Background: an optimization exercise with open tools, aiming at small area, a short achievable clock period and few clock cycles per item. Do not read the settings as production practice. Where RTL was checked, it was by simulation tests only, not by an equivalence proof against the original. Function not checked in run 3: the RTL went through the layout flow alone. Power is estimated from default activity; no workload was simulated.

==> design.v <==
package tri_setup_pkg;
	localparam int COORD_W   = 12;
	localparam int ROW_W     = 10;                     
	localparam int FRAC_W    = 10;
	localparam int SLOPE_W   = 24;                     
	localparam int QUOT_BITS = 22;                     
	localparam int CNT_W     = 4;                      
	localparam int HDR_W     = 2 * COORD_W + 3 * ROW_W;
	typedef logic [COORD_W-1:0] coord_t;
	typedef logic [ROW_W-1:0] row_t;
	typedef logic [COORD_W:0] delta_t;                   
	typedef logic [SLOPE_W-1:0] slope_t;
	typedef logic [QUOT_BITS-1:0] quot_t;
	typedef logic [6*COORD_W-1:0] vtx_word_t;
	typedef logic [HDR_W-1:0] tri_hdr_t;
	typedef logic [HDR_W+3*SLOPE_W-1:0] tri_word_t;
endpackage
`timescale 1ns/10ps
module setup_sequencer (
	input  logic clk100,
	input  logic rst_n,
	input  logic next_frame,
	input  logic vtx_empty,
	input  logic tri_wait,
	input  logic div_last,       
	output logic idle,           
	output logic norm,           
	output logic run,
	output logic first,          
	output logic vtx_pop,
	output logic tri_push
);
	always_ff @(posedge clk100 or negedge rst_n)
	begin
		if (!rst_n)
		begin
			norm     <= 1'b0;
			first    <= 1'b0;
			run      <= 1'b0;
			tri_push <= 1'b0;
		end
		else if (next_frame)
		begin
			norm     <= 1'b0;
			first    <= 1'b0;
			run      <= 1'b0;
			tri_push <= 1'b0;
		end
		else
		begin
			norm     <= vtx_pop;
			first    <= norm;
			run      <= norm || (run && !div_last);
			tri_push <= run && div_last;
		end
	end
	assign idle    = !norm && !run && !tri_push;
	assign vtx_pop = idle && !vtx_empty && !tri_wait && !next_frame;
endmodule
`timescale 1ns/10ps
module vertex_sort (
	input  logic                      clk100,
	input  logic                      idle,
	input  tri_setup_pkg::vtx_word_t  vtx_data,
	output logic [3*(tri_setup_pkg::COORD_W+1)-1:0] dx,   
	output logic [3*(tri_setup_pkg::COORD_W+1)-1:0] dy,
	output tri_setup_pkg::tri_hdr_t   hdr,
	output logic [2:0]                ord          
);
	localparam int W = tri_setup_pkg::COORD_W;
	tri_setup_pkg::coord_t vx [0:2];
	tri_setup_pkg::coord_t vy [0:2];
	tri_setup_pkg::row_t   vr [0:2];
	logic       a_le_b;
	logic       a_le_c;
	logic       b_le_c;
	logic [1:0] i_top;
	logic [1:0] i_mid;
	logic [1:0] i_bot;
	logic       eq_ab;
	logic       eq_ac;
	logic       eq_bc;
	logic       same_row;
	tri_setup_pkg::tri_hdr_t hdr_d;
	always_comb
	begin
		for (int i = 0; i < 3; i++)
		begin
			vx[i] = vtx_data[(5-i)*W +: W];
			vy[i] = vtx_data[(2-i)*W +: W];
			vr[i] = vy[i][W-1:2];
		end
	end
	assign dx = {{1'b0, vx[1]} - {1'b0, vx[0]}, {1'b0, vx[2]} - {1'b0, vx[0]}, {1'b0, vx[2]} - {1'b0, vx[1]}};
	assign dy = {{1'b0, vy[1]} - {1'b0, vy[0]}, {1'b0, vy[2]} - {1'b0, vy[0]}, {1'b0, vy[2]} - {1'b0, vy[1]}};
	assign a_le_b = !dy[2*(W+1)+W];
	assign a_le_c = !dy[(W+1)+W];
	assign b_le_c = !dy[W];
	always_comb
	begin
		case ({a_le_b, a_le_c, b_le_c})
			3'b111:  {i_top, i_mid, i_bot} = {2'd0, 2'd1, 2'd2};
			3'b110:  {i_top, i_mid, i_bot} = {2'd0, 2'd2, 2'd1};
			3'b011:  {i_top, i_mid, i_bot} = {2'd1, 2'd0, 2'd2};
			3'b100:  {i_top, i_mid, i_bot} = {2'd2, 2'd0, 2'd1};
			3'b001:  {i_top, i_mid, i_bot} = {2'd1, 2'd2, 2'd0};
			3'b000:  {i_top, i_mid, i_bot} = {2'd2, 2'd1, 2'd0};
			default: {i_top, i_mid, i_bot} = {2'd0, 2'd1, 2'd2};   
		endcase
	end
	assign eq_ab = vr[0] == vr[1];
	assign eq_ac = vr[0] == vr[2];
	assign eq_bc = vr[1] == vr[2];
	assign same_row = (i_bot == 2'd0) ? eq_bc : ((i_bot == 2'd1) ? eq_ac : eq_ab);
	assign hdr_d = {vx[i_top], same_row ? vx[i_mid] : vx[i_top], vr[i_top], vr[i_mid], vr[i_bot]};
	always_ff @(posedge clk100)
	begin
		if (idle)
		begin
			hdr <= hdr_d;
			ord <= {a_le_b, a_le_c, b_le_c};
		end
	end
endmodule
`timescale 1ns/10ps
module slope_issue (
	input  tri_setup_pkg::delta_t            dx,
	input  tri_setup_pkg::delta_t            dy,
	output logic [tri_setup_pkg::COORD_W+1:0] w_init,    
	output logic [tri_setup_pkg::COORD_W-1:0] dvs,       
	output logic [3:0]                        lz_a,      
	output logic [3:0]                        lz_d,      
	output logic                              nz,        
	output logic                              neg
);
	localparam int W = tri_setup_pkg::COORD_W;
	logic [W-1:0] a_abs;
	logic [W-1:0] d_abs;
	logic [W-1:0] a_n;
	logic [W-1:0] d_n;
	logic [3:0]   la;
	logic [3:0]   ld;
	logic [W:0]   dx_n;
	logic [W:0]   dy_n;
	assign dx_n  = -dx;
	assign dy_n  = -dy;
	assign a_abs = dx[W] ? dx_n[W-1:0] : dx[W-1:0];
	assign d_abs = dy[W] ? dy_n[W-1:0] : dy[W-1:0];
	assign neg   = dx[W] ^ dy[W];
	always_comb
	begin
		logic [W-1:0] v;
		v = a_abs;
		la[3] = v[W-1:W-8] == '0;  if (la[3]) v = v << 8;
		la[2] = v[W-1:W-4] == '0;  if (la[2]) v = v << 4;
		la[1] = v[W-1:W-2] == '0;  if (la[1]) v = v << 2;
		la[0] = !v[W-1];           if (la[0]) v = v << 1;
		a_n = v;
	end
	always_comb
	begin
		logic [W-1:0] v;
		v = d_abs;
		ld[3] = v[W-1:W-8] == '0;  if (ld[3]) v = v << 8;
		ld[2] = v[W-1:W-4] == '0;  if (ld[2]) v = v << 4;
		ld[1] = v[W-1:W-2] == '0;  if (ld[1]) v = v << 2;
		ld[0] = !v[W-1];           if (ld[0]) v = v << 1;
		d_n = v;
	end
	assign dvs = d_n;
	assign lz_a   = la;
	assign lz_d   = ld;
	assign nz     = a_n[W-1] && d_n[W-1];
	assign w_init = (la[0] == ld[0]) ? {2'b00, a_n} : {1'b0, a_n, 1'b0};
endmodule
`timescale 1ns/10ps
module slope_divider (
	input  logic                               clk100,
	input  logic                               idle,
	input  logic                               norm,
	input  logic                               run,
	input  logic                               first,    
	input  tri_setup_pkg::delta_t              dx_in,
	input  tri_setup_pkg::delta_t              dy_in,
	input  logic [tri_setup_pkg::COORD_W+1:0]  w_norm,
	input  logic [tri_setup_pkg::COORD_W-1:0]  d_norm,
	input  logic [3:0]                         lza_norm,
	input  logic [3:0]                         lzd_norm,
	input  logic                               nz_norm,
	input  logic                               neg_norm,
	output logic [tri_setup_pkg::COORD_W+1:0]  w,        
	output logic [tri_setup_pkg::COORD_W:0]    d,        
	output logic                               neg,
	output logic                               last,     
	output logic                               step,     
	output logic [1:0]                         digit
);
	localparam int W = tri_setup_pkg::COORD_W;
	logic [W+1:0] d3;
	logic [W+2:0] r1;
	logic [W+2:0] r2;
	logic [W+2:0] r3;
	logic [W-1:0] rest;
	logic [3:0]   cnt;       
	logic [3:0]   lza;
	logic         nz;
	logic [4:0]   c;
	logic [3:0]   steps;
	logic         hold;
	assign r1 = {1'b0, w} - {3'b000, d[W-1:0]};
	assign r2 = {1'b0, w} - {2'b00, d[W-1:0], 1'b0};
	assign r3 = {1'b0, w} - {1'b0, d3};
	always_comb
	begin
		if (!r3[W+2] && !first)
		begin
			digit = 2'd3;
			rest  = r3[W-1:0];
		end
		else if (!r2[W+2])
		begin
			digit = 2'd2;
			rest  = r2[W-1:0];
		end
		else if (!r1[W+2])
		begin
			digit = 2'd1;
			rest  = r1[W-1:0];
		end
		else
		begin
			digit = 2'd0;
			rest  = w[W-1:0];
		end
	end
	assign c     = 5'd11 + {1'b0, cnt} - {1'b0, lza};
	assign steps = 4'((c + 5'd1) >> 1);
	assign hold  = nz && (cnt[0] != lza[0]);
	assign last  = first ? (!nz || (!hold && steps == 4'd1)) : (cnt <= 1);
	assign step  = run && (first ? (nz && !hold) : (cnt != 0));
	always_ff @(posedge clk100)
	begin
		if (idle)
		begin
			w <= {dx_in[W], dx_in};
			d <= dy_in;
		end
		else if (norm)
		begin
			w    <= w_norm;
			d    <= {1'b0, d_norm};
			cnt  <= lzd_norm;
			lza  <= lza_norm;
			nz   <= nz_norm;
			neg  <= neg_norm;
		end
		else if (run)
		begin
			if (first)
			begin
				d3 <= {1'b0, d[W-1:0]} + {d[W-1:0], 1'b0};
				if (!nz)
					cnt <= '0;
				else if (hold)
					cnt <= steps;
				else
				begin
					w    <= {rest, 2'b00};
					cnt  <= steps - 1'b1;
				end
			end
			else if (cnt != 0)
			begin
				w    <= {rest, 2'b00};
				cnt  <= cnt - 1'b1;
			end
		end
	end
endmodule
`timescale 1ns/10ps
module slope_collect (
	input  logic                     clk100,
	input  logic                     norm,      
	input  logic [2:0]               step,      
	input  logic [5:0]               digit,     
	input  logic [2:0]               neg,
	input  logic [2:0]               ord,
	input  tri_setup_pkg::tri_hdr_t  hdr,
	output tri_setup_pkg::tri_word_t tri_data
);
	tri_setup_pkg::quot_t  quot [0:2];       
	tri_setup_pkg::slope_t s    [0:2];
	logic [1:0] i_top;
	logic [1:0] i_mid;
	logic [1:0] i_bot;
	logic [1:0] src [0:2];
	always_comb
	begin
		case (ord)
			3'b111:  {i_top, i_mid, i_bot} = {2'd0, 2'd1, 2'd2};
			3'b110:  {i_top, i_mid, i_bot} = {2'd0, 2'd2, 2'd1};
			3'b011:  {i_top, i_mid, i_bot} = {2'd1, 2'd0, 2'd2};
			3'b100:  {i_top, i_mid, i_bot} = {2'd2, 2'd0, 2'd1};
			3'b001:  {i_top, i_mid, i_bot} = {2'd1, 2'd2, 2'd0};
			3'b000:  {i_top, i_mid, i_bot} = {2'd2, 2'd1, 2'd0};
			default: {i_top, i_mid, i_bot} = {2'd0, 2'd1, 2'd2};
		endcase
	end
	assign src[2] = i_mid;
	assign src[1] = i_bot;
	assign src[0] = i_top;
	for (genvar e = 0; e < 3; e++)
	begin : g_quot
		logic       e_step;
		logic [1:0] e_digit;
		logic       e_neg;
		tri_setup_pkg::slope_t q;
		always_comb
		begin
			case (src[e])
				2'd0:    {e_step, e_digit, e_neg} = {step[0], digit[1:0], neg[0]};
				2'd1:    {e_step, e_digit, e_neg} = {step[1], digit[3:2], neg[1]};
				default: {e_step, e_digit, e_neg} = {step[2], digit[5:4], neg[2]};
			endcase
		end
		always_ff @(posedge clk100)
		begin
			if (norm)
				quot[e] <= '0;
			else if (e_step)
				quot[e] <= {quot[e][tri_setup_pkg::QUOT_BITS-3:0], e_digit};
		end
		assign q    = {{(tri_setup_pkg::SLOPE_W-tri_setup_pkg::QUOT_BITS){1'b0}}, quot[e]};
		assign s[e] = e_neg ? -q : q;
	end
	assign tri_data = {hdr, s[2], s[1], s[0]};
endmodule
`timescale 1ns/10ps
module tri_setup_top (
	input  logic                     clk100,
	input  logic                     rst_n,
	input  logic                     next_frame,
	input  tri_setup_pkg::vtx_word_t vtx_data,
	input  logic                     vtx_empty,
	input  logic                     tri_wait,
	output logic                     vtx_pop,
	output tri_setup_pkg::tri_word_t tri_data,
	output logic                     tri_push
);
	localparam int W  = tri_setup_pkg::COORD_W;
	localparam int CW = tri_setup_pkg::CNT_W;
	logic                    idle;
	logic                    norm;
	logic                    run;
	logic                    first;
	logic [3*(W+1)-1:0]      dx;
	logic [3*(W+1)-1:0]      dy;
	tri_setup_pkg::tri_hdr_t hdr;
	logic [2:0]              ord;
	logic [W+1:0]            w    [0:2];
	logic [W:0]              d    [0:2];
	logic [2:0]              neg;
	logic [2:0]              last;
	logic [2:0]              step;
	logic [5:0]              digit;
	vertex_sort u_sort (
		.clk100   (clk100),
		.idle     (idle),
		.vtx_data (vtx_data),
		.dx       (dx),
		.dy       (dy),
		.hdr      (hdr),
		.ord      (ord)
	);
	for (genvar k = 0; k < 3; k++)
	begin : g_edge
		logic [W+1:0]  w_norm;
		logic [W-1:0]  d_norm;
		logic [3:0]    lza_norm;
		logic [3:0]    lzd_norm;
		logic          nz_norm;
		logic          neg_norm;
		slope_issue u_issue (
			.dx     (w[k][W:0]),
			.dy     (d[k]),
			.w_init (w_norm),
			.dvs    (d_norm),
			.lz_a   (lza_norm),
			.lz_d   (lzd_norm),
			.nz     (nz_norm),
			.neg    (neg_norm)
		);
		slope_divider u_div (
			.clk100   (clk100),
			.idle     (idle),
			.norm     (norm),
			.run      (run),
			.first    (first),
			.dx_in    (dx[k*(W+1) +: W+1]),
			.dy_in    (dy[k*(W+1) +: W+1]),
			.w_norm   (w_norm),
			.d_norm   (d_norm),
			.lza_norm (lza_norm),
			.lzd_norm (lzd_norm),
			.nz_norm  (nz_norm),
			.neg_norm (neg_norm),
			.w        (w[k]),
			.d        (d[k]),
			.neg      (neg[k]),
			.last     (last[k]),
			.step     (step[k]),
			.digit    (digit[2*k +: 2])
		);
	end
	setup_sequencer u_seq (
		.clk100     (clk100),
		.rst_n      (rst_n),
		.next_frame (next_frame),
		.vtx_empty  (vtx_empty),
		.tri_wait   (tri_wait),
		.div_last   (&last),
		.idle       (idle),
		.norm       (norm),
		.run        (run),
		.first      (first),
		.vtx_pop    (vtx_pop),
		.tri_push   (tri_push)
	);
	slope_collect u_collect (
		.clk100   (clk100),
		.norm     (norm),
		.step     (step),
		.digit    (digit),
		.neg      (neg),
		.ord      (ord),
		.hdr      (hdr),
		.tri_data (tri_data)
	);
endmodule
==> run.sh <==
#!/bin/bash
# synth_recipe.tcl (not shown) runs the flow's synth.tcl, then flattens the netlist and writes it again
# the make line also repeats each setting of config.mk as NAME=value (left out here)
make -C /OpenROAD-flow-scripts/flow DESIGN_CONFIG=/design/flow/config.mk WORK_HOME=/design/flow/orfs CLKGATE_MAP_FILE= SYNTH_SCRIPT=/design/flow/synth_recipe.tcl finish
==> config.mk <==
export PLATFORM = sky130hd
export DESIGN_NAME = tri_setup_top
export DESIGN_NICKNAME = tri_setup_top
export VERILOG_FILES = /design/flow/design.v
export SDC_FILE = /design/flow/constraint.sdc
export NUM_CORES = 4
export LEC_CHECK = 0
export CAP_MARGIN = 20
export CORE_MARGIN = 2
export CORE_UTILIZATION = 40
export SLEW_MARGIN = 20
==> constraint.sdc <==
create_clock -name core_clock -period 4.5 [get_ports {clk100}]
set_input_delay 0.9000 -clock core_clock [delete_from_list [all_inputs] [get_ports {clk100}]]
set_output_delay 0.9000 -clock core_clock [all_outputs]
set_load 0.01 [all_outputs]
==> results of run 1 <==
## where the power goes
| part | switching, mW | internal, mW | total, mW |
|---|---|---|---|
| Sequential | 0.836 | 3.62 | 4.45 |
| Combinational | 9.50 | 7.23 | 16.7 |
| Clock | 1.34 | 1.92 | 3.26 |
| Total | 11.7 | 12.8 | 24.4 |
## cell usage in the layout, fill, tap and decap left out, types with 28 or more instances in the layout
cell type        count
a22oi_1             41
a221oi_1            28
o22ai_1             39
edfxtp_1           210
nand3_1             58
mux2_2              29
xnor2_1            191
o21ai_0            223
nor3_1              97
clkdlybuf4s50_1    204
a21oi_1            234
or3_1               28
o211ai_1            39
a21boi_0            33
a31oi_1             39
xor2_1             104
nor2b_1             53
mux2i_1            112
a211oi_1            32
a21o_1              58
o31ai_1             46
ha_1               297
nor2_1             298
inv_1              283
dfxtp_1             66
nand2_1            264
clkbuf_16           42
o21a_1              35
nand2b_1            47
buf_4              225
## sequential cells by signal, summed over array words and instances, names as in the netlist
| register | cells |
|---|---|
| g_edge.u_div.neg | 3 |
| g_edge.u_div.d | 39 |
| g_edge.u_div.lza | 12 |
| g_edge.u_div.nz | 3 |
| u_seq.run | 1 |
| u_sort.hdr | 54 |
| u_seq.first | 1 |
| u_collect.quot | 66 |
| u_sort.ord | 3 |
| g_edge.u_div.cnt | 12 |
| g_edge.u_div.w | 42 |
| u_seq.norm | 1 |
| g_edge.u_div.d3 | 42 |
| u_seq.tri_push | 1 |
## cell families (layout without fill, tap and decap cells)
logic type / count (synthesis) / after routing / share of synthesized area
AO/OA/AOI/OAI: 1078 / 1078 / 0.244
XOR/XNOR: 295 / 295 / 0.0870
adder cells (fa/ha/maj): 319 / 319 / 0.140
buffers and inverters: 430 / 796 / 0.0566
flip-flops: 280 / 280 / 0.260
multiplexers: 145 / 145 / 0.0501
other: 0 / 2 / 0
AND/OR/NAND/NOR: 1004 / 1004 / 0.162
## metrics by stage
step / cell area (µm²) / cells / util / power [mW] / hold slack [ps]
finish: 35600 / 4878 / 0.486 / 24.4 / 453
global route: 35600 / 4876 / 0.486 / 26.3 / 497
CTS: 35500 / 4876 / 0.486 / 24.3 / 457
detailed placement: 34200 / 4803 / 0.467 / 20.9 / 449
global placement: 34200 / 4803 / 0.467 / 20.9 / 447
floorplan: 29700 / 3551 / - / 15.4 / 432
## per-layer routing
metal / share of wire / global-route usage / wire length, µm
met5: 0.0014 / 0 / 141
met4: 0.021 / 0.0563 / 2170
met3: 0.090 / 0.0635 / 9150
met2: 0.44 / 0.406 / 44500
met1: 0.45 / 0.354 / 45500
## worst paths after layout
check | depth (start not counted) | endpoint | slack (ps) | startpoint
max | 16 | u_sort.hdr[38]$_DFFE_PP_ | 220 | vtx_data[0]
min | 2 | u_collect.quot[1][21]$_SDFFE_PP0P_ | 450 | u_collect.quot[1][19]$_SDFFE_PP0P_
max reg2reg | 15 | g_edge[0].u_div.w[9]$_DFFE_PP_ | 340 | g_edge[0].u_div.w[0]$_DFFE_PP_
min reg2reg | 2 | u_collect.quot[1][21]$_SDFFE_PP0P_ | 450 | u_collect.quot[1][19]$_SDFFE_PP0P_
max in group asynchronous | 1 | u_seq.norm$_DFF_PN0_ | 3820 | rst_n
min in group asynchronous | 1 | u_seq.norm$_DFF_PN0_ | 500 | rst_n
## worst max-delay path, cell delays in order
cell and delay [ps]:
clkdlybuf4s50_1 470, inv_1 90, ha_1 240, fa_1 380, nand2b_1 150, a21boi_0 240, o21ai_1 140, a21oi_2 240
a311oi_1 140, nor3_2 210, mux2_2 380, ha_2 280, buf_12 160, a221oi_1 260, a21oi_1 70, mux2_2 260
## layout make-up
cell class,count,area share
multi-input cells,2841,0.573
flip-flops and latches,280,0.217
inverters,290,0.0309
diodes,2,0.000141
well taps,959,0.0337
repair buffers,433,0.107
clock buffers,50,0.0307
clock inverters,23,0.00700
## repair_timing
action | CTS | global route
hold buffers | 0 | 0
resized for setup | 1 | 7
hold endpoints to repair | 0 | 0
pin swaps | 0 | 2
setup endpoints to repair | 1 | 38
==> results.yml, run 1 <==
clocking:
  ctsRootBufferMaster: "clkbuf_16"
  cts_setup_buffers: 0
  cts_sinks: 280
  cts_buffer_depth: 3
  tritoncts: "yes"
  cts_buffers: 40
  cts.clk_slew.worst_paths_ps: 50
  htree_levels: 2
  insertion_delay_ps: 590
sta:
  tns_ps: 0
  tightest_slew_ps: 1050
  relSlewSlack: 0.287
  setup_violations: 0
  maxClockFrequency_mhz: 234
  rsz0062_at_grt: "false"
  fin_ws_ps: 220
  min_period_ps: 4280
  skew_ps: 47.6
  drv_slew: 0
  hold_viol_final: 0
  finalCritPeriodShare: 0.951
final_layout:
  ff_latch_area_mm2: 0.00773
  syn_to_final_growth_pct: 19.8
  drive_above_1_share: 0.101
  nFillCells: 7104
  multi_input_area_mm2: 0.0204
  fin_nets: 4282
global_routing:
  antenna_found_initial: 14
  gr-total-overflow: 0
  grt_usage: 0.257
  grt_max_degree: 75
  grt_pass1_wl_um: 156000
  grt_pass1_vias: 26800
synth:
  yosysSeqAreaShare: 0.260
  ys_types: 107
  synth_area_leaders: "edfxtp_1, ha_1, xnor2_1, dfxtp_1, a21oi_1"
  synth_top_area_share: 0.212
  synth_cells: 3551
  synth-seq-cells: 280
  synth_area_per_cell_um2: 8.36
  synthFlopType: "edfxtp_1"
  async_flop_share: 0.0143
  synth_edf_count: 210
  synth_common_cells: "nor2_1, ha_1, inv_1"
  yosysMostFrequentCell: "nor2_1"
  mappedNetlistArea_mm2: 0.0297
  yosysTopAreaCell: "edfxtp_1"
  synth_fp_nets: 3947
  yosys_warnings: 14
route:
  ant_nets: 0
  firstDrtPassIters: 5
  wl_per_cell_um: 20.8
  drc: 0
  dr.first_iter.drc_count: 2666
  routed_via_density: 5.82
  num_vias: 28400
  wl_um: 102000
min_path:
  timing.hold.worst.class: "reg2reg"
floorplan:
  core_mm2: 0.0732
  design.portCount: 205
  initial_utilization: 0.406
  fp.dieW_um: 276
  die_height_um: 276
  die_area_mm2: 0.0764
  rows: 99
pwr:
  ir_drop_uv: 265
  power_density_mw_per_mm2: 687
  power_leakage_nw: 14.9
setup_path:
  arrival_ps: 4610
  crit_type: "in2reg"
  start_kind: "input port"
  crit_required_ps: 4830
  cp-end-kind: "register"
  path_max_fanout: 24
placement:
  place.port_buffers: 204
  post-place-ws_ps: -565
  gp_congestion: 0.983
  place_hpwl_um: 80500
flow_run:
  drv_cap: 0
status:
  outcome: "timing/DRC/antenna clean"
Testbench counts, summed over its fixed seeds: cycles 8,061, items 800.
==> inputs of run 2 (changes only) <==
--- a/config.mk
+++ b/config.mk
@@ -5,7 +5,9 @@
 export SDC_FILE = /design/flow/constraint.sdc
 export NUM_CORES = 4
 export LEC_CHECK = 0
+export ABC_AREA = 1
 export CAP_MARGIN = 20
 export CORE_MARGIN = 2
 export CORE_UTILIZATION = 40
+export SETUP_SLACK_MARGIN = 0.5
 export SLEW_MARGIN = 20
==> results.yml, run 2 <==
route:
  dr.first_iter.drc_count: 2548
  wl_met3_um: 7740
  firstDrtPassIters: 8
  top_layer: "met5"
  wirelength_met1_um: 44300
  routed_via_density: 5.39
  wl_um: 102000
  met2_wirelength_um: 45700
  drc: 0
  ant_nets: 0
  num_vias: 29700
  wl_per_cell_um: 18.4
pwr:
  power_density_mw_per_mm2: 641
  power_leakage_nw: 17.0
  ir_drop_uv: 521
  finalPower_mw: 22.5
final_layout:
  multi_input_area_mm2: 0.0193
  syn_to_final_growth_pct: 19.1
  fin_nets: 4907
  ff_latch_area_mm2: 0.00773
  final_cell_mix: "nand2_1, inv_1, nor2_1, nand3_1"
  reg.largest.list: "u_collect.quot x66, u_sort.hdr x54"
  drive_above_1_share: 0.0870
  regMostFlops: "u_collect.quot"
  largest_reg_flops: 66
  postLayoutCellArea_mm2: 0.0350
  stdcell_count: 5504
  nFillCells: 7463
  layout_commonest_cell: "nand2_1"
  final_core_util: 0.481
setup_path:
  crit_end: "tri_data[31]"
  critPathMostFrequentCell: "buf_4"
  crit_start: "u_sort.ord[0]$_DFFE_PP_"
  worstPathBufferInverterCount: 5
  worst-path-stages: 11
  reg2reg_slack_ps: 720
  cp-end-kind: "output port"
  cp_top_family: "buffers and inverters"
  cp_cell_sequence: "buf_4 > nand2_1 > inv_1 > a21oi_2 > o211ai_1 > o21ai_1 > buf_4 > buf_4 > nand2_1 > xnor2_1 > clkdlybuf4s50_1"
  reg2reg_from: "g_edge[0].u_div.w[0]$_DFFE_PP_"
  r2r-end: "g_edge[0].u_div.w[6]$_DFFE_PP_"
  crit_required_ps: 3600
  reg2regPathDepth: 15
  path_max_fanout: 13
  crit_type: "reg2out"
  slowest_stage: "clkdlybuf4s50_1"
  start_kind: "register"
  slowest_delay_ps: 580
  arrival_ps: 2960
synth:
  synth-seq-cells: 280
  synth_fp_nets: 4638
  synth_area_leaders: "edfxtp_1, nand2_1, ha_1, inv_1, nand3_1"
  synth_cells: 4242
  yosys_warnings: 14
  synth_common_cells: "nand2_1, inv_1, nor2_1"
  yosysMostFrequentCell: "nand2_1"
  synthFlopType: "edfxtp_1"
  synth_edf_count: 210
  yosysTopAreaCell: "edfxtp_1"
  synth_area_per_cell_um2: 6.93
  ys_types: 73
  mappedNetlistArea_mm2: 0.0294
  yosysSeqAreaShare: 0.263
  synth_top_area_share: 0.214
  async_flop_share: 0.0143
floorplan:
  design.portCount: 205
  core_mm2: 0.0728
  die_height_um: 275
  initial_utilization: 0.404
  die_area_mm2: 0.0757
  fp.dieW_um: 275
  rows: 99
sta:
  tightest_slew_ps: 960
  fin_ws_ps: 637
  skew_ps: 27.6
  setup_violations: 0
  relSlewSlack: 0.354
  rsz0062_at_grt: "true"
  finalCritPeriodShare: 0.858
  holdWs_ps: 529
  hold_viol_final: 0
  tns_ps: 0
  maxClockFrequency_mhz: 259
  drv_slew: 0
  min_period_ps: 3860
placement:
  placedCellCount: 5395
  placedInstanceArea_mm2: 0.0330
  place_hpwl_um: 79900
  place.port_buffers: 204
  post-place-ws_ps: -135
  gp_congestion: 0.982
global_routing:
  grt_pass1_wl_um: 155000
  antenna_found_initial: 13
  grt_max_degree: 85
  gr-total-overflow: 0
  grt_usage: 0.263
  grt_pass1_vias: 27700
clocking:
  ctsRootBufferMaster: "clkbuf_16"
  htree_levels: 2
  cts_buffer_depth: 3
  cts.clk_slew.worst_paths_ps: 60
  cts_buffers: 39
  cts_sinks: 280
  tritoncts: "yes"
  cts_hold_buf: 0
  insertion_delay_ps: 580
status:
  outcome: "timing/DRC/antenna clean"
min_path:
  timing.hold.worst.class: "reg2reg"
flow_run:
  drv_cap: 0
## run 2: cell types whose count changed after synthesis, moves of 39 or more
cell	previous run	this run
nand2_1	264	1023
inv_1	284	564
nand3_1	58	318
xnor2_1	191	75
mux2i_1	115	3
o21ai_0	225	309
nor2b_1	53	0
nor2_1	300	350
clkbuf_1	113	64
a21o_1	58	10
a21oi_1	235	283
nand2b_1	47	0
nor3_1	98	52
a22oi_1	41	2
## run 2: layer usage
metal / track usage / up-vias
met5: 0 / -
met3: 0.0506 / 184
met1: 0.348 / 13700
li1: - / 14800
met4: 0.0900 / 16
met2: 0.429 / 1003
## run 2: how the worst min path moves through the flow
| stage | from | endpoint | cells after the start |
|---|---|---|---|
| floorplan | u_collect.quot[1][1]$_SDFFE_PP0P_ | u_collect.quot[1][3]$_SDFFE_PP0P_ | 2 |
| global placement | u_collect.quot[1][1]$_SDFFE_PP0P_ | u_collect.quot[1][3]$_SDFFE_PP0P_ | 2 |
| detailed placement | u_collect.quot[2][1]$_SDFFE_PP0P_ | u_collect.quot[2][3]$_SDFFE_PP0P_ | 2 |
| CTS | u_collect.quot[0][1]$_SDFFE_PP0P_ | u_collect.quot[0][3]$_SDFFE_PP0P_ | 2 |
| global route | rst_n | u_seq.norm$_DFF_PN0_ | 1 |
| finish | u_collect.quot[0][1]$_SDFFE_PP0P_ | u_collect.quot[0][3]$_SDFFE_PP0P_ | 2 |
## run 2: cells by family after synthesis
| family | Yosys count | synth area share |
|---|---|---|
| compound gates | 863 | 0.170 |
| xor+xnor | 208 | 0.0622 |
| fa+ha+maj | 319 | 0.141 |
| buf+inv | 699 | 0.0939 |
| flops | 280 | 0.263 |
| mux | 3 | 0.00102 |
| simple gates | 1870 | 0.269 |
## run 2: layout make-up
type / instances / area share
multi-input combinational: 3263 / 0.550
tap: 959 / 0.0343
clock inverter: 25 / 0.00832
clock buffer: 46 / 0.0289
sequential: 280 / 0.221
antenna: 4 / 0.000286
timing repair inverter: 2 / 0.000357
inverter: 592 / 0.0643
timing repair buffer: 333 / 0.0926
## run 2: tightest hold or removal path: cells and delay by family, from the launching register on
kind | cells | cell delay, ps
buffers and inverters | 1 | 90
AO/OA/AOI/OAI | 1 | 60
flip-flops | 1 | 330
## run 2: what timing repair did
| item | in CTS | in global routing |
|---|---|---|
| resized for setup | 36 | 106 |
| cloned | 2 | 3 |
| endpoints found under the setup margin | 50 | 116 |
| buffers inserted | 10 | 19 |
| pin swaps | 0 | 23 |
| hold endpoints to repair | 0 | 0 |
## run 2: power breakdown
group	internal [mW]	switching, mW	leakage (nW)
Clock	1.91	1.31	0.632
Sequential	3.75	1.08	2.70
Combinational	5.58	8.83	13.7
Total	11.2	11.2	17.0
==> inputs of run 3 (changes only) <==
--- a/design.v
+++ b/design.v
@@ -323,15 +323,36 @@
 				default: {e_step, e_digit, e_neg} = {step[2], digit[5:4], neg[2]};
 			endcase
 		end
+		logic [11:1] low;
+		logic [tri_setup_pkg::SLOPE_W-1:0] below;
 		always_ff @(posedge clk100)
 		begin
 			if (norm)
+			begin
 				quot[e] <= '0;
+				low     <= '0;
+			end
 			else if (e_step)
+			begin
 				quot[e] <= {quot[e][tri_setup_pkg::QUOT_BITS-3:0], e_digit};
+				low     <= {low[10:1], 1'b0} | {11{e_digit != 2'd0}};
+			end
+		end
+		always_comb
+		begin
+			below[0] = 1'b0;
+			for (int i = 1; i < tri_setup_pkg::SLOPE_W; i++)
+				if (i >= 2 * 11)
+					below[i] = low[11];
+				else if (i % 2 == 0)
+					below[i] = low[i / 2];
+				else if (i == 1)
+					below[i] = quot[e][0];
+				else
+					below[i] = low[i / 2] || quot[e][i - 1];
 		end
 		assign q    = {{(tri_setup_pkg::SLOPE_W-tri_setup_pkg::QUOT_BITS){1'b0}}, quot[e]};
-		assign s[e] = e_neg ? -q : q;
+		assign s[e] = q ^ (below & {tri_setup_pkg::SLOPE_W{e_neg}});
 	end
 	assign tri_data = {hdr, s[2], s[1], s[0]};
 endmodule
--- a/config.mk
+++ b/config.mk
@@ -9,5 +9,5 @@
 export CAP_MARGIN = 20
 export CORE_MARGIN = 2
 export CORE_UTILIZATION = 40
-export SETUP_SLACK_MARGIN = 0.5
+export SETUP_SLACK_MARGIN = 0.8
 export SLEW_MARGIN = 20
==> results.yml, run 3 <==
global_routing:
  grt_pass1_wl_um: 157000
  gr-total-overflow: 0
  antenna_found_initial: 18
  grt_pass1_vias: 27200
  grt_usage: 0.257
  grt_max_degree: 63
synth:
  synth_top_family_by_area: "simple AND/OR/NAND/NOR gates"
  async_flop_share: 0.0128
  synth_cells: 4275
  synth-seq-cells: 313
  synth_edf_count: 210
  synth_top_area_share: 0.208
  yosysTopAreaCell: "edfxtp_1"
  synthXorXnorAreaFrac: 0.0625
  synth_fp_nets: 4669
  mappedNetlistArea_mm2: 0.0304
  yosys.area_share.simple: 0.266
  yosysSeqAreaShare: 0.276
  synth_area_per_cell_um2: 7.11
  synthFlopType: "edfxtp_1"
  yosysMostFrequentCell: "nand2_1"
  yosys_warnings: 14
  ys_types: 68
  synth_area_leaders: "edfxtp_1, nand2_1, ha_1, inv_1, dfxtp_1"
  synth-compound-area-share: 0.166
  synthMuxAreaShare: 0.000371
  synth_common_cells: "nand2_1, inv_1, a21oi_1"
  synth-adder-area-share: 0.136
setup_path:
  crit_start: "u_sort.ord[2]$_DFFE_PP_"
  arrival_ps: 2890
  crit_type: "reg2out"
  reg2reg_from: "g_edge[1].u_div.w[0]$_DFFE_PP_"
  path_max_fanout: 10
  crit_required_ps: 3600
  start_kind: "register"
  cp-end-kind: "output port"
route:
  firstDrtPassIters: 6
  wl_per_cell_um: 18.5
  dr.first_iter.drc_count: 2722
  routed_via_density: 5.33
  drc: 0
  wl_um: 103000
  num_vias: 29600
  ant_nets: 0
floorplan:
  design.portCount: 205
  die_height_um: 280
  die_area_mm2: 0.0782
  rows: 101
  fp.dieW_um: 280
  core_mm2: 0.0756
  initial_utilization: 0.402
final_layout:
  largest_reg_flops: 66
  multi_input_area_mm2: 0.0197
  regMostFlops: "u_collect.quot"
  final_cell_mix: "nand2_1, inv_1, a21oi_1, nand3_1, ha_1"
  reg.largest.list: "u_collect.quot x66, u_sort.hdr x54"
  ff_latch_area_mm2: 0.00839
  syn_to_final_growth_pct: 19.1
  stdcell_count: 5561
  fin_nets: 4943
  nFillCells: 7564
  layout_commonest_cell: "nand2_1"
  drive_above_1_share: 0.114
clocking:
  ctsRootBufferMaster: "clkbuf_16"
  cts_buffers: 41
  cts_buffer_depth: 3
  cts_hold_buf: 0
  cts.clk_slew.worst_paths_ps: 60
  cts_sinks: 313
  htree_levels: 2
  tritoncts: "yes"
  insertion_delay_ps: 590
pwr:
  ir_drop_uv: 254
  finalPower_mw: 23.3
  power_leakage_nw: 17.5
  power_density_mw_per_mm2: 643
sta:
  skew_ps: 24.7
  fin_ws_ps: 713
  tightest_slew_ps: 813
  finalCritPeriodShare: 0.842
  min_period_ps: 3790
  drv_slew: 0
  rsz0062_at_grt: "true"
  relSlewSlack: 0.458
  tns_ps: 0
  hold_viol_final: 0
  maxClockFrequency_mhz: 264
  setup_violations: 0
min_path:
  timing.hold.worst.class: "reg2reg"
  hp-start: "u_collect.quot[0][16]$_SDFFE_PP0P_"
status:
  outcome: "timing/DRC/antenna clean"
placement:
  gp_congestion: 0.994
  placedCellCount: 5436
  place_hpwl_um: 81000
  post-place-ws_ps: -96.1
  place.port_buffers: 204
flow_run:
  drv_cap: 0
[run 3: changes by cell type after synthesis, sizes merged, moves of 21 or more]
cell | previous run | this run
nor2 | 379 | 331
dfxtp | 66 | 99
nor3 | 53 | 16
o22ai | 51 | 20
xor2 | 133 | 154
nand2 | 1052 | 1085
a21oi | 288 | 343
[run 3: stage by stage]
step                      area [µm²]   util  hold WS [ps]
after global routing           36200  0.479           503
after global placement         33900  0.449           479
final                          36200  0.479           486
after CTS                      35500  0.470           485
after detailed placement       33900  0.449           487
after floorplan                30500      -           456
[run 3: kinds of logic after synthesis]
logic type	after synthesis
flip-flops	313
AO/OA/AOI/OAI	884
adder cells (fa/ha/maj)	317
buffers and inverters	706
AND/OR/NAND/NOR	1839
multiplexers	1
XOR/XNOR	215
[run 3: path summary, 6_finish.rpt]
kind / cells after the start / slack, ps / endpoint
setup / recovery: 8 / 710 / tri_data[62]
hold / removal: 2 / 490 / u_collect.quot[0][18]$_SDFFE_PP0P_
setup reg to reg: 17 / 980 / g_edge[1].u_div.w[10]$_DFFE_PP_
hold reg to reg: 2 / 490 / u_collect.quot[0][18]$_SDFFE_PP0P_
max in group asynchronous: 1 / 3810 / u_seq.norm$_DFF_PN0_
min in group asynchronous: 1 / 510 / u_seq.tri_push$_DFF_PN0_
[run 3: area by class of cell]
cell class              count  area share
well taps                 978      0.0338
diodes                      3    0.000207
clock inverters            22     0.00436
repair buffers            350      0.0913
multi-input cells        3256       0.545
clock buffers              52      0.0306
repair inverters            2    0.000277
inverters                 585      0.0622
flip-flops and latches    313       0.232
[run 3: routing by layer]
layer | global-route usage | routed length (µm)
met1 | 0.360 | 47300
met2 | 0.394 | 44000
met3 | 0.0500 | 8420
met4 | 0.0852 | 3160
met5 | 0 | 166
[run 3: critical path, cell delays in order (launching register included)]
cell,delay [ps]
edfxtp_1,530
ha_4,350
nand2_1,60
or2_2,280
nand3_2,110
buf_4,200
nor2_1,60
xor2_1,140
clkdlybuf4s50_1,560
[run 3: repair_timing]
item | CTS | global route
buffers inserted | 17 | 27
endpoints found under the setup margin | 160 | 193
pin swaps | 8 | 28
gates resized for setup | 84 | 193
cloned | 2 | 2
endpoints found under the hold margin | 0 | 0
[run 3: report_power, final]
group,internal [mW],switching [mW],leakage (nW),total [mW]
Combinational,5.73,9.15,13.9,14.9
Sequential,4.21,0.981,2.98,5.19
Clock,1.80,1.40,0.614,3.19
Total,11.7,11.5,17.5,23.3
==> inputs of run 4 (changes only) <==
--- a/design.v
+++ b/design.v
@@ -324,8 +324,11 @@
 			endcase
 		end
 		logic [11:1] low;
+		logic        neg_r;              
 		logic [tri_setup_pkg::SLOPE_W-1:0] below;
 		always_ff @(posedge clk100)
+			neg_r <= e_neg;
+		always_ff @(posedge clk100)
 		begin
 			if (norm)
 			begin
@@ -352,7 +355,7 @@
 					below[i] = low[i / 2] || quot[e][i - 1];
 		end
 		assign q    = {{(tri_setup_pkg::SLOPE_W-tri_setup_pkg::QUOT_BITS){1'b0}}, quot[e]};
-		assign s[e] = q ^ (below & {tri_setup_pkg::SLOPE_W{e_neg}});
+		assign s[e] = q ^ (below & {tri_setup_pkg::SLOPE_W{neg_r}});
 	end
 	assign tri_data = {hdr, s[2], s[1], s[0]};
 endmodule
==> results.yml, run 4 <==
status:
  outcome: "timing/DRC/antenna clean"
route:
  ant_nets: 0
  firstDrtPassIters: 6
  drc: 0
  dr.first_iter.drc_count: 2676
  wl_um: 103000
  wl_per_cell_um: 18.7
  num_vias: 29800
  routed_via_density: 5.39
setup_path:
  start_kind: "input port"
  crit_start: "vtx_data[22]"
  crit_required_ps: 4960
  path_max_fanout: 11
  reg2reg_from: "g_edge[1].u_div.d[0]$_DFFE_PN_"
  reg2reg_slack_ps: 1020
  crit_type: "in2reg"
  reg2regPathDepth: 20
  arrival_ps: 4060
  cp-end-kind: "register"
sta:
  min_period_ps: 3600
  drv_slew: 0
  finalCritPeriodShare: 0.800
  fin_ws_ps: 899
  skew_ps: 29.4
  tns_ps: 0
  tightest_slew_ps: 949
  setup_violations: 0
  maxClockFrequency_mhz: 278
  relSlewSlack: 0.366
  hold_viol_final: 0
  rsz0062_at_grt: "false"
placement:
  gp_congestion: 0.973
  post-place-ws_ps: -245
  placedInstanceArea_mm2: 0.0339
  placedCellCount: 5401
  place_hpwl_um: 80400
  place.port_buffers: 204
clocking:
  cts_buffer_depth: 3
  ctsRootBufferMaster: "clkbuf_16"
  cts_buffers: 42
  tritoncts: "yes"
  cts_sinks: 316
  cts.clk_slew.worst_paths_ps: 60
  cts_hold_buf: 0
  insertion_delay_ps: 590
  htree_levels: 2
final_layout:
  nFillCells: 7604
  regMostFlops: "u_collect.quot"
  drive_above_1_share: 0.108
  ff_latch_area_mm2: 0.00845
  stdcell_count: 5530
  fin_nets: 4907
  syn_to_final_growth_pct: 19.3
  reg.largest.list: "u_collect.quot x66, u_sort.hdr x54"
  postLayoutCellArea_mm2: 0.0362
  largest_reg_flops: 66
  final_cell_mix: "nand2_1, inv_1, nand3_1, nor2_1, o21ai_0"
  multi_input_area_mm2: 0.0198
  layout_commonest_cell: "nand2_1"
pwr:
  power_density_mw_per_mm2: 649
  finalPower_mw: 23.5
  p_clk_frac: 0.150
  intPower_mw: 12.2
  p_sw_frac: 0.482
  power_frac_comb: 0.622
  power_leakage_nw: 17.0
  ir_drop_uv: 273
  pwr-share-seq: 0.227
  netSwitchingPower_mw: 11.3
synth:
  yosysMostFrequentCell: "nand2_1"
  synth_edf_count: 210
  synth_fp_nets: 4642
  yosysSeqAreaShare: 0.278
  synth_common_cells: "nand2_1, inv_1, nand3_1"
  synth-seq-cells: 316
  synth_area_per_cell_um2: 7.15
  synth_cells: 4248
  synthFlopType: "edfxtp_1"
  yosysTopAreaCell: "edfxtp_1"
  yosys_warnings: 14
  ys_types: 64
  async_flop_share: 0.0127
  synth_area_leaders: "edfxtp_1, nand2_1, ha_1, dfxtp_1, inv_1"
  synth_top_area_share: 0.208
  mappedNetlistArea_mm2: 0.0304
floorplan:
  fp.dieW_um: 280
  core_mm2: 0.0756
  die_area_mm2: 0.0782
  rows: 101
  design.portCount: 205
  die_height_um: 280
  initial_utilization: 0.402
flow_run:
  drv_cap: 0
global_routing:
  grt_usage: 0.257
  grt_max_degree: 56
  grt_pass1_wl_um: 158000
  grt_pass1_vias: 27500
  antenna_found_initial: 16
  gr-total-overflow: 0
min_path:
  hp-start: "u_collect.quot[2][20]$_SDFFE_PP0P_"
  timing.hold.worst.class: "reg2reg"
  min_path_cells: 2
-- run 4: cell types whose count changed after synthesis, moves of 20 or more --
cell | before | now
a21oi_1 | 336 | 269
nand3_1 | 310 | 331
xor2_1 | 152 | 106
xnor2_1 | 61 | 104
inv_1 | 551 | 508
nor2_1 | 288 | 308
-- run 4: logic make-up after synthesis --
| family | count (synthesis) | synth area share |
|---|---|---|
| AO/OA/AOI/OAI | 846 | 0.163 |
| XOR/XNOR | 210 | 0.0605 |
| adder cells (fa/ha/maj) | 317 | 0.136 |
| buffers and inverters | 671 | 0.0891 |
| flip-flops | 316 | 0.278 |
| multiplexers | 20 | 0.00667 |
| AND/OR/NAND/NOR | 1868 | 0.267 |
-- run 4: layer usage --
layer / vias to the layer above / part of all wire / global-route usage
li1: 14800 / - / -
met1: 13800 / 0.45 / 0.358
met2: 1013 / 0.42 / 0.393
met3: 188 / 0.090 / 0.0633
met4: 18 / 0.030 / 0.0775
met5: - / 0.0011 / 0
-- run 4: layout make-up --
| type | count | area share |
|---|---|---|
| sequential | 316 | 0.233 |
| antenna | 6 | 0.000414 |
| timing repair buffer | 341 | 0.0892 |
| clock buffer | 48 | 0.0305 |
| inverter | 549 | 0.0578 |
| tap | 978 | 0.0338 |
| clock inverter | 29 | 0.00894 |
| multi-input combinational | 3263 | 0.546 |
-- run 4: path summary, 6_finish.rpt --
| kind | endpoint |
|---|---|
| max in group asynchronous | u_seq.norm$_DFF_PN0_ |
| setup reg to reg | g_edge[1].u_div.w[9]$_DFFE_PP_ |
| hold / removal | u_collect.quot[2][20]$_SDFFE_PP0P_ |
| min in group asynchronous | u_seq.norm$_DFF_PN0_ |
| setup / recovery | u_sort.hdr[38]$_DFFE_PP_ |
| hold reg to reg | u_collect.quot[2][20]$_SDFFE_PP0P_ |
-- run 4: power groups by stage --
stage | logic, mW | registers, mW | clock network, mW
floorplan | 10.3 | 4.95 | 0
finish | 14.6 | 5.35 | 3.54
global route | 16.4 | 5.47 | 3.70
detailed placement | 14.1 | 5.40 | 0
global placement | 14.0 | 5.40 | 0
CTS | 14.3 | 5.35 | 3.61
-- run 4: what timing repair did --
action | CTS | global route
pin swaps | 11 | 24
cloned | 4 | 0
endpoints found under the setup margin | 68 | 124
buffers inserted | 11 | 31
gates resized for setup | 40 | 122
-- run 4: worst max-delay path, stage by stage --
cell and delay (ps):
clkdlybuf4s50_1 700, inv_1 190, ha_1 380, nand2_1 60
inv_1 160, nand2_2 90, nand2_4 80, nor2_4 50
buf_12 120, bufbuf_16 270, o21ai_1 110, nand2_1 60
nand2_1 80, nand2_2 70, nor2_4 170, nand3_4 240
nand2_8 180, nand2_1 70, nand2_1 60
-- run 4: per-stage QoR --
stage,util,hold WS [ps]
detailed placement,0.448,480
finish,0.479,488
floorplan,-,458
global route,0.479,521
global placement,0.448,470
CTS,0.471,488
Testbench counts of run 4, summed over its fixed seeds: cycles 8,061, items 800.
==> inputs of run 5 (changes only) <==
--- a/config.mk
+++ b/config.mk
@@ -9,5 +9,5 @@
 export CAP_MARGIN = 20
 export CORE_MARGIN = 2
 export CORE_UTILIZATION = 40
-export SETUP_SLACK_MARGIN = 0.8
+export SETUP_SLACK_MARGIN = 0.6
 export SLEW_MARGIN = 20
==> results.yml, run 5 <==
status:
  outcome: "timing/DRC/antenna clean"
synth:
  synth-compound-area-share: 0.163
  synth_common_cells: "nand2_1, inv_1, nand3_1"
  synthXorXnorAreaFrac: 0.0605
  synthFlopType: "edfxtp_1"
  synthMuxAreaShare: 0.00667
  synth_area_per_cell_um2: 7.15
  yosys_warnings: 14
  synth_top_family_by_area: "simple AND/OR/NAND/NOR gates"
  ys_types: 64
  synth_top_area_share: 0.208
  yosysTopAreaCell: "edfxtp_1"
  synth_fp_nets: 4642
  synth-adder-area-share: 0.136
  synth_area_leaders: "edfxtp_1, nand2_1, ha_1, dfxtp_1, inv_1"
  mappedNetlistArea_mm2: 0.0304
  async_flop_share: 0.0127
  yosysSeqAreaShare: 0.278
  synth_cells: 4248
  synth_edf_count: 210
  synth-seq-cells: 316
  yosys.area_share.simple: 0.267
  yosysMostFrequentCell: "nand2_1"
setup_path:
  path_max_fanout: 11
  start_kind: "input port"
  crit_required_ps: 4870
  arrival_ps: 4080
  cp-end-kind: "register"
  crit_type: "in2reg"
global_routing:
  grt_pass1_wl_um: 155000
  grt_max_degree: 64
  grt_pass1_vias: 27600
  antenna_found_initial: 14
  met1_usage: 0.328
  gr-total-overflow: 0
  grt_usage: 0.251
  top_usage_layer: "met2"
  grt_use_met2: 0.423
  use_met3: 0.0415
sta:
  relSlewSlack: 0.425
  skew_ps: 59.2
  drv_slew: 0
  holdWs_ps: 488
  maxClockFrequency_mhz: 269
  rsz0062_at_grt: "false"
  fin_ws_ps: 785
  tightest_slew_ps: 863
  tns_ps: 0
  min_period_ps: 3710
  finalCritPeriodShare: 0.825
  setup_violations: 0
  hold_viol_final: 0
flow_run:
  drv_cap: 0
final_layout:
  stdcell_count: 5511
  final_cell_mix: "nand2_1, inv_1, nand3_1, nor2_1, o21ai_0"
  fin_nets: 4893
  final_core_util: 0.474
  postLayoutCellArea_mm2: 0.0358
  reg.largest.list: "u_collect.quot x66, u_sort.hdr x54"
  drive_above_1_share: 0.0929
  layout_commonest_cell: "nand2_1"
  regMostFlops: "u_collect.quot"
  largest_reg_flops: 66
  nFillCells: 7647
  syn_to_final_growth_pct: 17.9
route:
  routed_via_density: 5.28
  wl_per_cell_um: 18.2
  ant_nets: 0
  wl_um: 100000
  dr.first_iter.drc_count: 2199
  num_vias: 29100
  drc: 0
  firstDrtPassIters: 5
placement:
  place_hpwl_um: 79500
  post-place-ws_ps: -80.7
  placedCellCount: 5415
  placedInstanceArea_mm2: 0.0339
  gp_congestion: 0.959
  place.port_buffers: 204
clocking:
  cts_hold_buf: 0
  cts_buffer_depth: 3
  cts.clk_slew.worst_paths_ps: 60
  htree_levels: 2
  cts_buffers: 41
  ctsRootBufferMaster: "clkbuf_16"
  tritoncts: "yes"
  insertion_delay_ps: 610
  cts_sinks: 316
floorplan:
  core_mm2: 0.0756
  design.portCount: 205
  die_height_um: 280
  fp.dieW_um: 280
  initial_utilization: 0.402
  die_area_mm2: 0.0782
  rows: 101
pwr:
  power_leakage_nw: 16.8
  finalPower_mw: 23.2
  power_density_mw_per_mm2: 648
  ir_drop_uv: 382
min_path:
  timing.hold.worst.class: "reg2reg"
-- run 5: cell counts after synthesis --
No cell type changed its count.
-- run 5: kinds of logic (layout without fill, tap and decap cells) --
| logic type | Yosys count | in the layout |
|---|---|---|
| simple gates | 1868 | 1869 |
| compound gates | 846 | 846 |
| buf+inv | 671 | 953 |
| fa+ha+maj | 317 | 317 |
| flops | 316 | 316 |
| xor+xnor | 210 | 210 |
| mux | 20 | 20 |
| other cells | 0 | 2 |
-- run 5: timing repair --
| item | 4_1_cts | 5_1_grt |
|---|---|---|
| cloned | 0 | 5 |
| gates resized for setup | 4 | 82 |
| pin swaps | 0 | 22 |
| endpoints found under the setup margin | 51 | 104 |
| buffers inserted | 0 | 14 |
-- run 5: worst paths after layout --
kind / cells past startpoint / to / startpoint / slack (ps)
worst min register to register: 2 / u_collect.quot[2][20]$_SDFFE_PP0P_ / u_collect.quot[2][20]$_SDFFE_PP0P_ / 490
worst max-delay path: 25 / u_sort.hdr[30]$_DFFE_PP_ / vtx_data[25] / 790
max in group asynchronous: 1 / u_seq.norm$_DFF_PN0_ / rst_n / 3750
worst max register to register: 21 / g_edge[2].u_div.w[11]$_DFFE_PP_ / g_edge[2].u_div.d[3]$_DFFE_PN_ / 830
worst min-delay path: 2 / u_collect.quot[2][20]$_SDFFE_PP0P_ / u_collect.quot[2][20]$_SDFFE_PP0P_ / 490
min in group asynchronous: 1 / u_seq.first$_DFF_PN0_ / rst_n / 510
-- run 5: metal layers --
| metal | vias up | routed length [µm] |
|---|---|---|
| li1 | 14800 | - |
| met1 | 13300 | 44000 |
| met2 | 851 | 46500 |
| met3 | 180 | 6500 |
| met4 | 18 | 3010 |
| met5 | - | 129 |
-- run 5: worst max-delay path: stages --
cell and delay (ps):
clkdlybuf4s50_1 570, fa_2 240, inv_2 40, nand2_1 70, nand2_1 70, a21oi_2 190
o21ai_2 110, a31oi_2 230, o21ai_1 120, nand2_1 110, nand2_2 70, a21oi_4 180
inv_2 80, nor2_4 100, inv_2 60, nand2_4 70, nand2_4 70, ha_4 160
clkinvlp_4 150, clkbuf_16 190, o22ai_1 80, nand2_1 60, nand2_1 40, nand2_1 60
nand2_1 50
-- run 5: area by class of cell --
class                   instances  area (µm²)  share of cell area
repair buffers                329        3140              0.0877
clock inverters                24         279             0.00779
clock buffers                  51        1130              0.0314
inverters                     549        2080              0.0581
diodes                          2        5.00            0.000140
multi-input cells            3262       19500               0.545
well taps                     978        1220              0.0342
flip-flops and latches        316        8450               0.236
-- run 5: power by group --
part	switching, mW	internal, mW
clock network	1.46	1.99
logic	8.70	5.80
registers	1.02	4.23
==> inputs of run 6 (changes only) <==
--- a/config.mk
+++ b/config.mk
@@ -9,5 +9,5 @@
 export CAP_MARGIN = 20
 export CORE_MARGIN = 2
 export CORE_UTILIZATION = 40
-export SETUP_SLACK_MARGIN = 0.6
+export SETUP_SLACK_MARGIN = 1.4
 export SLEW_MARGIN = 20
==> results.yml, run 6 <==
status:
  outcome: "timing/DRC/antenna clean"
placement:
  placedCellCount: 5400
  gp_congestion: 0.930
  place_hpwl_um: 79500
  place.port_buffers: 204
  post-place-ws_ps: -149
sta:
  finalCritPeriodShare: 0.729
  tightest_slew_ps: 994
  min_period_ps: 3280
  drv_slew: 0
  setup_violations: 0
  hold_viol_final: 0
  skew_ps: 16.4
  fin_ws_ps: 1220
  maxClockFrequency_mhz: 305
  relSlewSlack: 0.336
  rsz0062_at_grt: "true"
  tns_ps: 0
clocking:
  htree_levels: 2
  cts_buffers: 41
  insertion_delay_ps: 580
  ctsRootBufferMaster: "clkbuf_16"
  cts_sinks: 316
  cts_buffer_depth: 3
  tritoncts: "yes"
  cts.clk_slew.worst_paths_ps: 60
  cts_hold_buf: 0
final_layout:
  reg.largest.list: "u_collect.quot x66, u_sort.hdr x54"
  drive_above_1_share: 0.277
  insertedDiodeCount: 0
  syn_to_final_growth_pct: 39.1
  stdcell_count: 5856
  regMostFlops: "u_collect.quot"
  fin_nets: 5240
  final_cell_mix: "nand2_1, inv_1, buf_4, nor2_1, ha_1"
  largest_reg_flops: 66
  layout_commonest_cell: "nand2_1"
  nFillCells: 7020
route:
  dr.first_iter.drc_count: 2323
  routed_via_density: 5.46
  num_vias: 32000
  wl_um: 112000
  firstDrtPassIters: 5
  drc: 0
  wl_per_cell_um: 19.1
  ant_nets: 0
setup_path:
  critPathMostFrequentCell: "nand2_1"
  crit_start: "vtx_data[0]"
  crit_type: "in2reg"
  arrival_ps: 3610
  cp_top_family: "compound AO/OA/AOI/OAI gates"
  slowest_delay_ps: 350
  path_max_fanout: 4
  cp-end-kind: "register"
  reg2reg_slack_ps: 1350
  slowest_stage: "fa_2"
  reg2reg_from: "g_edge[0].u_div.d[3]$_DFFE_PN_"
  worstPathBufferInverterCount: 7
  crit_required_ps: 4830
  start_kind: "input port"
global_routing:
  grt_usage: 0.266
  gr-total-overflow: 0
  grt_max_degree: 97
  grt_pass1_wl_um: 164000
  grt_pass1_vias: 29300
  antenna_found_initial: 2
synth:
  yosysSeqAreaShare: 0.278
  synth_area_per_cell_um2: 7.15
  async_flop_share: 0.0127
  synth_edf_count: 210
  synth_top_area_share: 0.208
  synth-seq-cells: 316
  synth_cells: 4248
  yosysMostFrequentCell: "nand2_1"
  ys_types: 64
  synth_fp_nets: 4642
  synth_common_cells: "nand2_1, inv_1, nand3_1"
  mappedNetlistArea_mm2: 0.0304
  yosys_warnings: 14
  yosysTopAreaCell: "edfxtp_1"
  synthFlopType: "edfxtp_1"
  synth_area_leaders: "edfxtp_1, nand2_1, ha_1, dfxtp_1, inv_1"
floorplan:
  initial_utilization: 0.402
  die_area_mm2: 0.0782
  core_mm2: 0.0756
  fp.dieW_um: 280
  design.portCount: 205
  rows: 101
  die_height_um: 280
min_path:
  hp-start: "u_collect.quot[1][20]$_SDFFE_PP0P_"
  timing.hold.worst.class: "reg2reg"
pwr:
  power_leakage_nw: 19.3
  power_density_mw_per_mm2: 673
  ir_drop_uv: 401
flow_run:
  drv_cap: 0
## run 6: where the power goes
group	switching, mW	internal, mW	total (mW)
Clock	1.41	2.03	3.43
Combinational	11.4	8.46	19.9
Sequential	0.907	4.23	5.14
Total	13.7	14.7	28.4
## run 6: layout make-up
| type | instances | area, µm² | area share |
|---|---|---|---|
| clock buffer | 58 | 1270 | 0.0300 |
| clock inverter | 17 | 125 | 0.00296 |
| inverter | 549 | 2240 | 0.0530 |
| multi-input combinational | 3271 | 22800 | 0.539 |
| sequential | 316 | 8460 | 0.200 |
| tap | 978 | 1220 | 0.0290 |
| timing repair buffer | 664 | 6140 | 0.145 |
| timing repair inverter | 3 | 21.3 | 0.000503 |
## run 6: logic make-up (layout without fill, tap and decap cells)
logic type,count (synthesis),count (layout),share of synthesized area
AOI/OAI and AO/OA,846,847,0.163
xor gates and xnor gates,210,210,0.0605
adders and majority gates,317,317,0.136
buffers and inverters,671,1291,0.0891
DFF,316,316,0.278
muxes,20,20,0.00667
and+or+nand+nor,1868,1877,0.267
## run 6: path summary, 6_finish.rpt
check / endpoint / cells past startpoint
setup / recovery: u_sort.hdr[39]$_DFFE_PP_ / 28
hold / removal: u_collect.quot[1][20]$_SDFFE_PP0P_ / 2
setup reg to reg: u_collect.g_quot[2].low[3]$_SDFFE_PP0P_ / 18
hold reg to reg: u_collect.quot[1][20]$_SDFFE_PP0P_ / 2
max in group asynchronous: u_seq.norm$_DFF_PN0_ / 1
min in group asynchronous: u_seq.first$_DFF_PN0_ / 1
## run 6: through the flow
stage / instance area [µm²] / util / hold WS [ps] / total power, mW
after global routing: 42200 / 0.559 / 518 / 30.4
after CTS: 38000 / 0.503 / 496 / 24.7
after detailed placement: 33900 / 0.448 / 487 / 19.6
final: 42200 / 0.559 / 496 / 28.4
after global placement: 33900 / 0.448 / 475 / 19.5
after floorplan: 30500 / - / 458 / 15.3
## run 6: worst reg2reg max path, stage by stage (launching register included)
cell and delay (ps):
edfxtp_1 440, inv_2 100, buf_4 140, buf_4 130, ha_1 350, a21oi_1 240, o21ai_4 100, a21oi_2 160
o21bai_2 120, nand3_1 90, nand2_2 130, buf_4 180, nand2_4 100, nand2_4 90, nand2_1 120, nand3_4 110
o21ai_4 170, buf_4 150, a21oi_1 60
## run 6: per-layer routing
layer / GRT usage / vias up / part of all wire
li1: - / 15500 / -
met1: 0.346 / 15000 / 0.42
met2: 0.440 / 1203 / 0.46
met3: 0.0324 / 272 / 0.062
met4: 0.123 / 4 / 0.051
met5: 0 / - / 0.00022
## run 6: repair_timing
item                       in CTS  in global routing
setup buffers                 166                192
gates cloned                   11                 12
gates resized for setup       462                648
pin swaps                     128                287
setup endpoints to repair     281                165
==> inputs of run 7 (changes only) <==
--- a/config.mk
+++ b/config.mk
@@ -9,5 +9,5 @@
 export CAP_MARGIN = 20
 export CORE_MARGIN = 2
 export CORE_UTILIZATION = 40
-export SETUP_SLACK_MARGIN = 1.4
+export SETUP_SLACK_MARGIN = 1.1
 export SLEW_MARGIN = 20
==> results.yml, run 7 <==
synth:
  synthXorXnorAreaFrac: 0.0605
  yosysSeqAreaShare: 0.278
  synth_common_cells: "nand2_1, inv_1, nand3_1"
  yosysTopAreaCell: "edfxtp_1"
  synth_fp_nets: 4642
  ys_types: 64
  synth-seq-cells: 316
  synth_top_family_by_area: "simple AND/OR/NAND/NOR gates"
  async_flop_share: 0.0127
  yosys_warnings: 14
  yosysMostFrequentCell: "nand2_1"
  synthFlopType: "edfxtp_1"
  yosys.area_share.simple: 0.267
  synth_area_leaders: "edfxtp_1, nand2_1, ha_1, dfxtp_1, inv_1"
  synth_edf_count: 210
  synth_cells: 4248
  synth_area_per_cell_um2: 7.15
  synth-compound-area-share: 0.163
  synth_top_area_share: 0.208
  synth-adder-area-share: 0.136
  mappedNetlistArea_mm2: 0.0304
  synthMuxAreaShare: 0.00667
sta:
  tightest_slew_ps: 979
  setup_violations: 0
  relSlewSlack: 0.347
  fin_ws_ps: 1170
  hold_viol_final: 0
  rsz0062_at_grt: "true"
  maxClockFrequency_mhz: 300
  drv_slew: 0
  finalCritPeriodShare: 0.740
  min_period_ps: 3330
  skew_ps: 27.8
  tns_ps: 0
floorplan:
  die_height_um: 280
  fp.dieW_um: 280
  die_area_mm2: 0.0782
  initial_utilization: 0.402
  rows: 101
  design.portCount: 205
  core_mm2: 0.0756
setup_path:
  path_max_fanout: 3
  crit_start: "vtx_data[26]"
  cp-end-kind: "register"
  crit_type: "in2reg"
  start_kind: "input port"
  crit_end: "g_edge[1].u_div.d[10]$_DFFE_PN_"
  cp_top_family: "buffers and inverters"
  critPathMostFrequentCell: "buf_6"
  reg2regPathDepth: 22
  slowest_stage: "ha_4"
  crit_required_ps: 4830
  arrival_ps: 3650
  worst-path-stages: 23
  cp_cell_sequence: "clkdlybuf4s15_1 > inv_2 > ha_4 > nand2_2 > nand2_2 > a21oi_4 > o21ai_2 > a31oi_2 > o21ai_1 > buf_4 > buf_6 > buf_6 > buf_6 > buf_6 > buf_6 > buf_6 > buf_6 > buf_6 > buf_4 > buf_4 > buf_6 > nor2_4 > o221ai_2"
  reg2reg_from: "g_edge[0].u_div.d[3]$_DFFE_PN_"
  worstPathBufferInverterCount: 14
  slowest_delay_ps: 250
  reg2reg_slack_ps: 1230
  r2r-end: "g_edge[0].u_div.w[1]$_DFFE_PP_"
route:
  num_vias: 30300
  drc: 0
  wl_um: 105000
  routed_via_density: 5.39
  dr.first_iter.drc_count: 2752
  ant_nets: 0
  wl_per_cell_um: 18.7
  firstDrtPassIters: 7
global_routing:
  grt_pass1_wl_um: 159000
  grt_usage: 0.260
  antenna_found_initial: 9
  grt_max_degree: 73
  grt_pass1_vias: 27900
  gr-total-overflow: 0
clocking:
  htree_levels: 2
  ctsRootBufferMaster: "clkbuf_16"
  cts_buffers: 42
  cts_buffer_depth: 3
  cts_sinks: 316
  insertion_delay_ps: 590
  tritoncts: "yes"
  cts.clk_slew.worst_paths_ps: 60
pwr:
  ir_drop_uv: 289
  power_leakage_nw: 17.5
  power_density_mw_per_mm2: 649
  finalPower_mw: 24.3
final_layout:
  final_cell_mix: "nand2_1, inv_1, nand3_1, nor2_1"
  regMostFlops: "u_collect.quot"
  postLayoutCellArea_mm2: 0.0375
  reg.largest.list: "u_collect.quot x66, u_sort.hdr x54"
  drive_above_1_share: 0.151
  largest_reg_flops: 66
  syn_to_final_growth_pct: 23.4
  fin_nets: 5002
  final_core_util: 0.496
  layout_commonest_cell: "nand2_1"
status:
  outcome: "timing/DRC/antenna clean"
placement:
  place.port_buffers: 204
  place_hpwl_um: 81200
  placedInstanceArea_mm2: 0.0338
  post-place-ws_ps: -80.2
  gp_congestion: 0.967
flow_run:
  drv_cap: 0
min_path:
  timing.hold.worst.class: "reg2reg"
## run 7: worst reg2reg max path: stages, from the launching register on
cell	delay [ps]
edfxtp_1	500
inv_2	140
ha_2	190
nand2_1	90
nand2_1	120
xor2_2	200
nand3_1	150
nor2_4	190
nand3_4	120
o21ai_4	190
nor2_4	80
nand3_1	80
nand2_2	90
clkinv_1	60
nand2_1	80
nand2_4	170
inv_8	70
buf_4	140
buf_4	120
nand3_1	70
nand2_1	60
nand2_1	50
nand2_1	60
## run 7: metrics by stage
stage	instances	hold slack, ps
global route	5620	521
floorplan	4248	458
CTS	5516	489
finish	5623	486
detailed placement	5395	480
global placement	5395	474
## run 7: power by group
group	leakage, nW	internal [mW]	switching (mW)
Sequential	3.00	4.23	1.04
Combinational	13.8	6.37	9.29
Clock	0.687	1.96	1.44
## run 7: routing by layer
| layer | GRT usage | share of wire | vias to the layer above |
|---|---|---|---|
| met3 | 0.0440 | 0.080 | 160 |
| li1 | - | - | 15000 |
| met4 | 0.0721 | 0.028 | 12 |
| met5 | 0 | 0.00072 | - |
| met2 | 0.405 | 0.43 | 1046 |
| met1 | 0.370 | 0.46 | 14100 |
## run 7: kinds of logic (layout without fill, tap and decap cells)
| logic type | count (synthesis) | after routing |
|---|---|---|
| AOI/OAI and AO/OA | 846 | 847 |
| DFF | 316 | 316 |
| other | 0 | 4 |
| xor gates and xnor gates | 210 | 210 |
| buffers and inverters | 671 | 1062 |
| and+or+nand+nor | 1868 | 1869 |
| muxes | 20 | 20 |
| adders and majority gates | 317 | 317 |
## run 7: how the worst min path moves through the flow
stage,from,endpoint,cells past startpoint,slack (ps)
floorplan,u_collect.quot[0][20]$_SDFFE_PP0P_,u_collect.quot[0][20]$_SDFFE_PP0P_,2,460
global placement,u_collect.quot[2][20]$_SDFFE_PP0P_,u_collect.quot[2][20]$_SDFFE_PP0P_,2,470
detailed placement,u_collect.quot[2][20]$_SDFFE_PP0P_,u_collect.quot[2][20]$_SDFFE_PP0P_,2,480
CTS,u_collect.quot[2][20]$_SDFFE_PP0P_,u_collect.quot[2][20]$_SDFFE_PP0P_,2,490
global route,u_collect.g_quot[0].low[1]$_SDFFE_PP0P_,u_collect.g_quot[0].low[1]$_SDFFE_PP0P_,2,520
finish,u_collect.quot[2][20]$_SDFFE_PP0P_,u_collect.quot[2][20]$_SDFFE_PP0P_,2,490
## run 7: layout make-up
type	count	area, µm²
antenna	4	10.0
clock buffer	50	1150
tap	978	1220
sequential	316	8460
inverter	549	2130
clock inverter	27	216
multi-input combinational	3263	20300
timing repair inverter	1	5.00
fill	7560	38100
timing repair buffer	435	3960
## run 7: what timing repair did
action / CTS / global route
setup buffers: 44 / 99
endpoints found under the hold margin: 0 / 0
cloned: 0 / 4
pin swaps: 24 / 74
hold buffers: 0 / 0
endpoints found under the setup margin: 176 / 171
gates resized for setup: 153 / 263

==> port drivers added, routing unchanged <==
The results above use ideal ports. As a check the final layouts listed here were re-extracted and re-timed, cells and wires unchanged.
Step 1 (the two cells are an assumption about what drives the block):
set clk [get_ports {clk100}]
set_driving_cell -lib_cell sky130_fd_sc_hd__clkbuf_16 $clk
set_driving_cell -lib_cell sky130_fd_sc_hd__buf_2 [delete_from_list [all_inputs] $clk]
Step 2 moves the port delays by t, midway between the first and last clock arrival at a register: inputs arrive t later, outputs are due t later. That takes back most of the time a late clock gives input paths.
Slacks: ideal ports / drivers / drivers and shift; pairs: ideal ports / drivers.
run | t, ns | setup slack, ns | hold WS [ns]
run 1 | 0.633 | 0.220 / 0.162 / -0.411 | 0.453 / 0.453 / 0.453
run 2 | 0.635 | 0.637 / 0.570 / 0.070 | 0.529 / 0.523 / 0.529
run 3 | 0.645 | 0.713 / 0.647 / 0.321 | 0.486 / 0.486 / 0.486
run 4 | 0.653 | 0.899 / 0.922 / 0.269 | 0.488 / 0.488 / 0.488
run 5 | 0.653 | 0.785 / 0.761 / 0.175 | 0.488 / 0.488 / 0.488
run 6 | 0.647 | 1.218 / 1.237 / 0.590 | 0.496 / 0.492 / 0.496
run 7 | 0.637 | 1.172 / 1.197 / 0.560 | 0.486 / 0.486 / 0.486
With both steps, setup timing fails in run 1, where it was met with ideal ports. For run 1, which loses most, drivers alone change the setup slack by -0.058 ns; drivers and shift together by -0.631 ns.
